This is an optimization exercise on Yosys and OpenROAD, whose aim is small area, not a production implementation.
In this exercise RTL edits were held to simulation tests only and were not proved equivalent to the original.
No activity file was given, so power comes from the tool's default toggle rates.

==> job 4707 <==
// msu_out_collector
module msu_out_collector #(
    parameter int AXI_LEN        = 32,
    parameter int T_LEN          = 64,
    parameter int SQ_OUT_BITS    = 1024,
    parameter int TIMEOUT_CYCLES = 256
) (
    input  logic                   clk,
    input  logic                   reset,
    input  logic                   start_xfer,
    input  logic                   s_axis_tvalid,
    output logic                   s_axis_tready,
    input  logic [AXI_LEN-1:0]     s_axis_tdata,
    input  logic [AXI_LEN/8-1:0]   s_axis_tkeep,
    output logic                   res_valid,
    input  logic                   res_ready,
    output logic [T_LEN-1:0]       res_t,
    output logic [SQ_OUT_BITS-1:0] res_sq,
    output logic                   res_err,
    output logic                   res_timeout,
    output logic                   busy,
    output logic [31:0]            result_count
);
    localparam int T_WORDS   = T_LEN / AXI_LEN;
    localparam int SQ_WORDS  = SQ_OUT_BITS / AXI_LEN;
    localparam int OUT_COUNT = T_WORDS + SQ_WORDS;
  ...
clock: 4.0 ns
lec_check: 0
cap_margin: 20
core_area: 10 10 410 410
cts_buf_list: sky130_fd_sc_hd__clkbuf_4 sky130_fd_sc_hd__clkbuf_8
die_area: 0 0 420 420
slew_margin: 20
run.sh (not shown) runs the stock make flow with config.mk's settings and CLKGATE_MAP_FILE= SYNTH_SCRIPT=/design/flow/synth_recipe.tcl, a recipe that flattens the netlist after the stock synthesis.
==> job 8838 (differences from job 4707) <==
==> flow/flow/run.sh (new file) <==
#!/bin/bash
# Standard ORFS layout with: the port buffers made of the smallest buffer
# cell, IO pins one track apart (so a smaller die fits all 1166 ports), and a
# clock tree of small buffers with larger sink clusters and no dummy loads.
set -euo pipefail
bash standard.sh \
  'BUFFER_PORTS_ARGS=-buffer_cell sky130_fd_sc_hd__buf_1' \
  'PLACE_PINS_ARGS=-min_distance 1 -min_distance_in_tracks' \
  'CTS_ARGS=-sink_clustering_enable -repair_clock_nets -dont_use_dummy_load -sink_clustering_size 20 -sink_clustering_max_diameter 60 -buf_list {sky130_fd_sc_hd__clkbuf_8}' \
  finish > std_flow.log 2>&1
==> flow/standard.sh (new file) <==
#!/bin/bash
# synth_recipe.tcl (not shown) runs the flow's synth.tcl, then flattens the netlist and writes it again
# the make line also repeats each setting of config.mk as NAME=value (left out here)
make -C /OpenROAD-flow-scripts/flow DESIGN_CONFIG=/design/flow/config.mk WORK_HOME=/design/flow/orfs CLKGATE_MAP_FILE= SYNTH_SCRIPT=/design/flow/synth_recipe.tcl "${@:-finish}"
CORE_AREA = 5 5 265 265   (was 10 10 410 410)
CTS_BUF_LIST = unset   (was sky130_fd_sc_hd__clkbuf_4 sky130_fd_sc_hd__clkbuf_8)
DIE_AREA = 0 0 270 270   (was 0 0 420 420)
removed: flow/run.sh
==> results.txt <==
Area of the die: job 8838 72,900 um^2; job 4707 176,000 um^2
Post-DP Area: job 8838 40,700 um^2; job 4707 49,500 um^2
Final cell count without fillers: job 8838 3,433; job 4707 4,913
Crit path time final: job 8838 2.32 ns; job 4707 3.06 ns
Number of clock buffers in the layout: job 8838 71; job 4707 264
Net switching fraction of the power: job 8838 0.294; job 4707 0.277
Fill count: job 8838 4,883; job 4707 15.1k
Sum of internal, switching and leakage power: job 8838 26,000 uW; job 4707 33,700 uW
Starting DRT DRC Count: job 8838 1,843; job 4707 1,713
Overall via count from detail_route: job 8838 18.6k; job 4707 18.7k
Total wire length after detailed routing: job 8838 97,400 um; job 4707 122,000 um
Count of H-tree levels built during CTS: job 8838 3; job 4707 4
Critical path destination: job 8838 res_sq[488]; job 4707 res_sq[570]
Count of standard-cell rows: job 8838 95; job 4707 146
Part of the power in the clock network: job 8838 0.186; job 4707 0.301
Number of hold buffers added after cts: job 8838 0; job 4707 1
Max incr delay on CP: job 8838 0.46 ns; job 4707 0.70 ns
Maximum clock skew at final layout: job 8838 0.0807 ns; job 4707 0.0621 ns
Peak supply drop: job 8838 0.380 mV; job 4707 0.383 mV
Grt met2 use: job 8838 0.345; job 4707 0.234
Status: job 8838 complete, no violations; job 4707 complete, no violations
Non-clock buffers, area share: job 8838 0.113; job 4707 0.226
Clock transition time at the flip-flop clock pins of the worst setup and hold paths: job 8838 0.12 ns; job 4707 0.06 ns
Area of combinational cells with multiple inputs: job 8838 988 um^2; job 4707 1000 um^2
HPWL Detailed: job 8838 75,100 um; job 4707 95,200 um
Number of placed instances with taps included: job 8838 3,361; job 4707 4,567
Cell internal power dissipation: job 8838 18,400 uW; job 4707 24,400 uW

==> re-timing with driven ports <==
The results above use ideal ports. As a check the final layouts listed here were re-extracted and re-timed, cells and wires unchanged.
Step 1: set_driving_cell puts a clkbuf_16 on clk and a buf_2 on each other input, an assumption about the parent block.
Step 2, shift: input delay + t, output delay - t, t = (earliest + latest rising clock arrival at the registers) / 2. This alone moves slack from input paths to output paths.
Slacks: ideal / step 1 / step 2; pairs: ideal / step 1.
run	t (ns)	setup slack, ns	hold slack, ns
job 4707	0.979	0.939 / 0.866 / 0.976	0.399 / 0.399 / 0.399
job 8838	0.706	1.682 / 1.621 / 1.331	0.249 / 0.228 / 0.372
After both steps setup and hold are still met in every run listed. The setup slack of job 8838, which loses most, moves by -0.061 ns with the drivers and by -0.351 ns with both steps.
